This is an optimization exercise on Yosys and OpenROAD, whose aim is small area, not a production implementation.
Only simulation tests tie the RTL to the original design; equivalence was not proved.
Power and IR drop assume default switching activity.

## the reference run
==> module mul_div_unit, before the edit <==
module mul_div_unit (
  input  logic        clk,
  input  logic        rst,
  input  logic        start,
  input  logic [2:0]  funct3,
  input  logic [31:0] operand_a,
  input  logic [31:0] operand_b,
  input  logic [4:0]  rd_in,
  input  logic        flush,
  output logic        busy,
  output logic        done,
  output logic [31:0] result,
  output logic [4:0]  rd_out
);
  logic [65:0] w_q;
  logic [32:0] b_q;
  logic [2:0]  op_q;
  logic [4:0]  rd_q;
  logic [2:0]  c_q;       
  logic [5:0]  k_q;       
  logic        dly_q;     
  logic        cy_q;      
  logic        sgn_q;     
  logic        negf_q;    
  logic        bneg_q;    
  logic        pb_q;      
  logic        yp_q;      
  logic        idl_q, act_q;
  logic c0, c2, c3, c5, lo;
  assign c0 = ~c_q[2] & ~c_q[0];
  assign c2 =  c_q[1] & ~c_q[0];
  assign c3 =  c_q[2] &  c_q[0];
  assign c5 = ~c_q[1] &  c_q[0];
  assign lo = ~c_q[0];                         
  logic p_pre, p_z, p_h1, p_main, p_post, p_f, p_g, p_hz, last_k;
  assign p_pre  =  k_q[5] &  k_q[4];
  assign p_z    =  p_pre & ~k_q[0];
  assign p_h1   =  p_pre &  k_q[0];
  assign p_main = ~k_q[5];
  assign p_post =  k_q[5] & ~k_q[4];
  assign p_f    =  p_post & ~k_q[1] & ~k_q[0];
  assign p_g    =  p_post & ~k_q[1] &  k_q[0];
  assign p_hz   =  p_post &  k_q[1];
  assign last_k =  p_main & (k_q[4:0] == 5'd31);
  logic is_mul, is_div, is_rem, mul_hi;
  assign is_mul = ~op_q[2];
  assign is_div = op_q[2] & ~op_q[1];
  assign is_rem = op_q[2] &  op_q[1];
  assign mul_hi = (op_q[1:0] != 2'b00);
  logic half, last_c;
  assign half   = (p_h1 & is_mul) | p_hz;
  assign last_c = half ? c2 : c5;
  logic accept;
  assign accept = start & ~flush & idl_q;
  logic        neg_comb, neg_g, g_eff;
  logic        xz, xinv, yen, ysub, cin, prop3, cin0, cin3;
  logic [10:0] xd, yd, sd;
  logic        cout;
  assign neg_comb = is_div ? ((negf_q ^ bneg_q) & w_q[31])
                  : is_rem ? negf_q : (negf_q ^ bneg_q);
  assign neg_g    = c0 ? neg_comb : negf_q;
  assign g_eff    = c0 ? w_q[65] : (c_q[1] ? w_q[43] : w_q[54]);
  always_comb begin
    xz   = 1'b0;
    xinv = 1'b0;
    yen  = 1'b0;
    ysub = bneg_q;
    cin0 = 1'b0;
    cin3 = 1'b0;
    if (p_z) begin
      xz   = ~lo;
      xinv = lo & negf_q;
      cin0 = negf_q;
    end else if (p_main) begin
      if (is_mul) begin
        yen  = lo & g_eff;
        ysub = bneg_q;
        cin0 = g_eff & bneg_q;
      end else begin
        yen  = ~lo;
        ysub = ~(sgn_q ^ bneg_q);
        cin3 = ~(sgn_q ^ bneg_q);
      end
    end else if (p_f) begin
      yen  = ~lo & sgn_q & ~is_mul;
      ysub = bneg_q;
      cin3 = sgn_q & bneg_q & ~is_mul;
    end else if (p_g) begin
      xinv = neg_g & (is_div ? lo : (is_rem ? ~lo : 1'b1));    
      cin0 = neg_g & ~is_rem;
      cin3 = neg_g & is_rem;
    end
  end
  assign prop3 = (p_main & is_mul) | (p_g & is_mul);
  assign cin   = c0 ? cin0 : ((c3 & ~prop3) ? cin3 : cy_q);
  assign xd    = xz ? 11'd0 : (w_q[10:0] ^ {11{~xinv}});
  assign yd    = yen ? (b_q[10:0] ^ {11{yp_q}}) : 11'd0;
  logic [11:0] cc;
  assign cc[0] = cin;
  for (genvar i = 0; i < 11; i++) begin : g_fa
    assign sd[i]   = xd[i] ^ yd[i] ^ cc[i];
    assign cc[i+1] = (xd[i] & yd[i]) | (xd[i] & cc[i]) | (yd[i] & cc[i]);
  end
  assign cout = cc[11];
  logic        lmode, bot;
  logic [10:0] wd;
  assign lmode = (p_z & ~is_mul)
               | (p_main & ~(~is_mul & last_k & ~lo))
               | (p_f & lo & ~is_mul)
               | (p_g & ~(is_mul & ~mul_hi));
  assign bot   = c0 ? (p_main & is_mul ? 1'b0 : ((p_main | p_f) ? ~dly_q : dly_q)) : dly_q;
  assign wd    = lmode ? {sd[9:0], bot} : sd;
  logic finish;
  assign finish = last_c & ((p_g & (is_rem | (is_mul & mul_hi))) | p_hz);
  always_ff @(posedge clk or posedge rst) begin
    if (rst) begin
      idl_q <= 1'b1;
      act_q <= 1'b0;
      done  <= 1'b0;
    end else if (flush) begin
      idl_q <= 1'b1;
      act_q <= 1'b0;
      done  <= 1'b0;
    end else begin
      idl_q <= idl_q ? ~accept : finish;
      act_q <= idl_q ?  accept : ~finish;
      done  <= finish & act_q;
    end
  end
  assign busy = act_q;
  logic bext_in, aneg_in;
  assign bext_in = operand_b[31] & (funct3[2] ? ~funct3[0] : (funct3[1:0] == 2'b01));
  assign aneg_in = operand_a[31] & (funct3[2] ? ~funct3[0] : (funct3[1] ^ funct3[0]));
  always_ff @(posedge clk) begin
    cy_q  <= cout;
    dly_q <= sd[10];
    w_q[32:22] <= ~(({11{act_q}} | operand_a[31:21]) & ({11{idl_q}} | w_q[43:33]));
    w_q[21:11] <= ~(({11{act_q}} | ~operand_a[20:10]) & ({11{idl_q}} | w_q[32:22]));
    w_q[10:0]  <= ~(({11{act_q}} | {operand_a[9:0], 1'b0}) & ({11{idl_q}} | w_q[21:11]));
    b_q        <= ~(({33{act_q}} | {bext_in, operand_b}) & ({33{idl_q}} | {b_q[10:0], b_q[32:11]}));
    pb_q       <= ~pb_q | idl_q;
    yp_q       <= ysub ^ (~pb_q | idl_q);
    if (idl_q) begin
      op_q   <= funct3;
      rd_q   <= rd_in;
      negf_q <= aneg_in;
      bneg_q <= bext_in;
      c_q    <= 3'd0;
      k_q    <= mdu_pkg::K_START;
    end else begin
      c_q <= (half & c2) ? 3'd0 : {~c_q[0], c_q[2], c_q[1]};
      if (last_c) k_q <= k_q + 6'd1;
      if (p_g & c0) negf_q <= neg_comb;
    end
    w_q[65:33] <= {wd, w_q[65:44]};
    if ((p_z | p_main) & c5) sgn_q <= sd[10];
  end
  assign result = w_q[65:34];
  assign rd_out = rd_q;
endmodule
export LEC_CHECK = 0
export CAP_MARGIN = 20
export CORE_MARGIN = 2
export CORE_UTILIZATION = 40
export SLEW_MARGIN = 20
create_clock -name core_clock -period 10.0 [get_ports {clk}]
standard.sh (not shown) runs the stock make flow with config.mk's settings and CLKGATE_MAP_FILE= SYNTH_SCRIPT=/design/flow/synth_recipe.tcl, a recipe that flattens the netlist after the stock synthesis.
==> flow/flow/run.sh <==
#!/bin/bash
# Own layout flow: the standard flow (standard.sh, unchanged synthesis and
# steps) with two placement/CTS arguments changed:
#  - port buffers use the smallest buffer cell (every port still gets one)
#  - clock tree: small clock buffers, no dummy balancing loads
# Each tool's full output is kept in the ORFS logs under orfs/logs and the
# make output in flow_make.log.
set -euo pipefail
export BUFFER_PORTS_ARGS="-buffer_cell sky130_fd_sc_hd__buf_1"
export CTS_ARGS="-sink_clustering_enable -repair_clock_nets -dont_use_dummy_load -buf_list {sky130_fd_sc_hd__clkbuf_4}"
bash standard.sh > flow_make.log 2>&1
Modified inputs, the trial run compared to the reference run
--- a/flow/design.v
+++ b/flow/design.v
@@ -24,13 +24,14 @@
   output logic        done,
   output logic [31:0] result,
   output logic [4:0]  rd_out
 );
   logic [65:0] w_q;
   logic [32:0] b_q;
-  logic [2:0]  op_q;
+  logic        m_q;       
+  logic        t_q;       
   logic [4:0]  rd_q;
   logic [2:0]  c_q;       
   logic [5:0]  k_q;       
   logic        dly_q;     
   logic        cy_q;      
   logic        sgn_q;     
@@ -42,27 +43,28 @@
   logic c0, c2, c3, c5, lo;
   assign c0 = ~c_q[2] & ~c_q[0];
   assign c2 =  c_q[1] & ~c_q[0];
   assign c3 =  c_q[2] &  c_q[0];
   assign c5 = ~c_q[1] &  c_q[0];
   assign lo = ~c_q[0];                         
+  assign sgn_q = ~c_q[0] ? ~w_q[44] : (c_q[2] ? ~w_q[33] : (c_q[1] ? w_q[22] : ~w_q[11]));
   logic p_pre, p_z, p_h1, p_main, p_post, p_f, p_g, p_hz, last_k;
   assign p_pre  =  k_q[5] &  k_q[4];
   assign p_z    =  p_pre & ~k_q[0];
   assign p_h1   =  p_pre &  k_q[0];
   assign p_main = ~k_q[5];
   assign p_post =  k_q[5] & ~k_q[4];
   assign p_f    =  p_post & ~k_q[1] & ~k_q[0];
   assign p_g    =  p_post & ~k_q[1] &  k_q[0];
   assign p_hz   =  p_post &  k_q[1];
   assign last_k =  p_main & (k_q[4:0] == 5'd31);
   logic is_mul, is_div, is_rem, mul_hi;
-  assign is_mul = ~op_q[2];
-  assign is_div = op_q[2] & ~op_q[1];
-  assign is_rem = op_q[2] &  op_q[1];
-  assign mul_hi = (op_q[1:0] != 2'b00);
+  assign is_mul = m_q;
+  assign is_div = ~m_q & ~t_q;
+  assign is_rem = ~m_q &  t_q;
+  assign mul_hi =  m_q &  t_q;
   logic half, last_c;
   assign half   = (p_h1 & is_mul) | p_hz;
   assign last_c = half ? c2 : c5;
   logic accept;
   assign accept = start & ~flush & idl_q;
   logic        neg_comb, neg_g, g_eff;
@@ -79,13 +81,13 @@
     yen  = 1'b0;
     ysub = bneg_q;
     cin0 = 1'b0;
     cin3 = 1'b0;
     if (p_z) begin
       xz   = ~lo;
-      xinv = lo & negf_q;
+      xinv = lo & (negf_q ^ (c_q[2] & ~c_q[1]));
       cin0 = negf_q;
     end else if (p_main) begin
       if (is_mul) begin
         yen  = lo & g_eff;
         ysub = bneg_q;
         cin0 = g_eff & bneg_q;
@@ -117,17 +119,17 @@
   assign cout = cc[11];
   logic        lmode, bot;
   logic [10:0] wd;
   assign lmode = (p_z & ~is_mul)
                | (p_main & ~(~is_mul & last_k & ~lo))
                | (p_f & lo & ~is_mul)
-               | (p_g & ~(is_mul & ~mul_hi));
+               | (p_g & ~(m_q & ~t_q));
   assign bot   = c0 ? (p_main & is_mul ? 1'b0 : ((p_main | p_f) ? ~dly_q : dly_q)) : dly_q;
   assign wd    = lmode ? {sd[9:0], bot} : sd;
   logic finish;
-  assign finish = last_c & ((p_g & (is_rem | (is_mul & mul_hi))) | p_hz);
+  assign finish = last_c & ((p_g & t_q) | p_hz);    
   always_ff @(posedge clk or posedge rst) begin
     if (rst) begin
       idl_q <= 1'b1;
       act_q <= 1'b0;
       done  <= 1'b0;
     end else if (flush) begin
@@ -145,29 +147,29 @@
   assign bext_in = operand_b[31] & (funct3[2] ? ~funct3[0] : (funct3[1:0] == 2'b01));
   assign aneg_in = operand_a[31] & (funct3[2] ? ~funct3[0] : (funct3[1] ^ funct3[0]));
   always_ff @(posedge clk) begin
     cy_q  <= cout;
     dly_q <= sd[10];
     w_q[32:22] <= ~(({11{act_q}} | operand_a[31:21]) & ({11{idl_q}} | w_q[43:33]));
-    w_q[21:11] <= ~(({11{act_q}} | ~operand_a[20:10]) & ({11{idl_q}} | w_q[32:22]));
+    w_q[21:11] <= ~(({11{act_q}} | operand_a[20:10]) & ({11{idl_q}} | w_q[32:22]));
     w_q[10:0]  <= ~(({11{act_q}} | {operand_a[9:0], 1'b0}) & ({11{idl_q}} | w_q[21:11]));
     b_q        <= ~(({33{act_q}} | {bext_in, operand_b}) & ({33{idl_q}} | {b_q[10:0], b_q[32:11]}));
     pb_q       <= ~pb_q | idl_q;
     yp_q       <= ysub ^ (~pb_q | idl_q);
     if (idl_q) begin
-      op_q   <= funct3;
+      m_q    <= ~funct3[2];
+      t_q    <= funct3[2] ? funct3[1] : (funct3[1] | funct3[0]);
       rd_q   <= rd_in;
       negf_q <= aneg_in;
       bneg_q <= bext_in;
       c_q    <= 3'd0;
       k_q    <= mdu_pkg::K_START;
     end else begin
       c_q <= (half & c2) ? 3'd0 : {~c_q[0], c_q[2], c_q[1]};
       if (last_c) k_q <= k_q + 6'd1;
       if (p_g & c0) negf_q <= neg_comb;
     end
     w_q[65:33] <= {wd, w_q[65:44]};
-    if ((p_z | p_main) & c5) sgn_q <= sd[10];
   end
   assign result = w_q[65:34];
   assign rd_out = rd_q;
 endmodule
[summary]
The trial run: full flow OK, the timing, DRC and antenna checks passed
Compare the trial run and the reference run | share of the clock period used by the worst path after layout higher: the trial run
The reference run has a higher cell area than the trial run.
DRC violation count after routing: the trial run vs the reference run identical
Of the trial run and the reference run, the reference run shows the higher sequential cell area in the final layout, with the trial run below it.
Relative to the reference run, the full die area of the trial run is lower by about 1%.
Between the reference run and the trial run, the met3 routing resource usage after global routing does not differ in any meaningful way.
The trial run vs. the reference run: ratio of cells with drive above 1 in the final layout higher; wire length higher; power per cell area higher; total met2 wirelength after detailed routing higher; post-placement worst setup slack lower.
Going from the reference run to the trial run, sequential cell count now smaller; net count after synthesis now larger; depth of the critical timing path with buffers and inverters included now larger.

-- afterwards: timing with drivers on the ports --
The flow's constraints put no driver on any port. The routed layouts listed below were extracted and timed again, unchanged, in two steps.
Step 1: set_driving_cell puts a clkbuf_16 on clk and a buf_2 on each other input, an assumption about the parent block.
Step 2 times the ports against the registers' clock, not the clock port: input delays grow and output delays shrink by t, the midpoint of the rising clock arrivals with the driver on.
a / b / c = ideal / step 1 / step 2; a / b = the first two.
| run | t (ns) | setup slack, ns | latest minus earliest clock arrival (ns) | slew at the worst register clock pin (ns) | worst data-port slew with drivers (ns) |
|---|---|---|---|---|---|
| the reference run | 0.519 | 3.180 / 3.180 / 3.180 | 0.044 / 0.044 | 0.11 / 0.11 | 0.05 |
| the trial run | 0.521 | 3.058 / 3.058 / 3.058 | 0.038 / 0.038 | 0.10 / 0.10 | 0.05 |
After both steps every run listed still meets setup and hold.
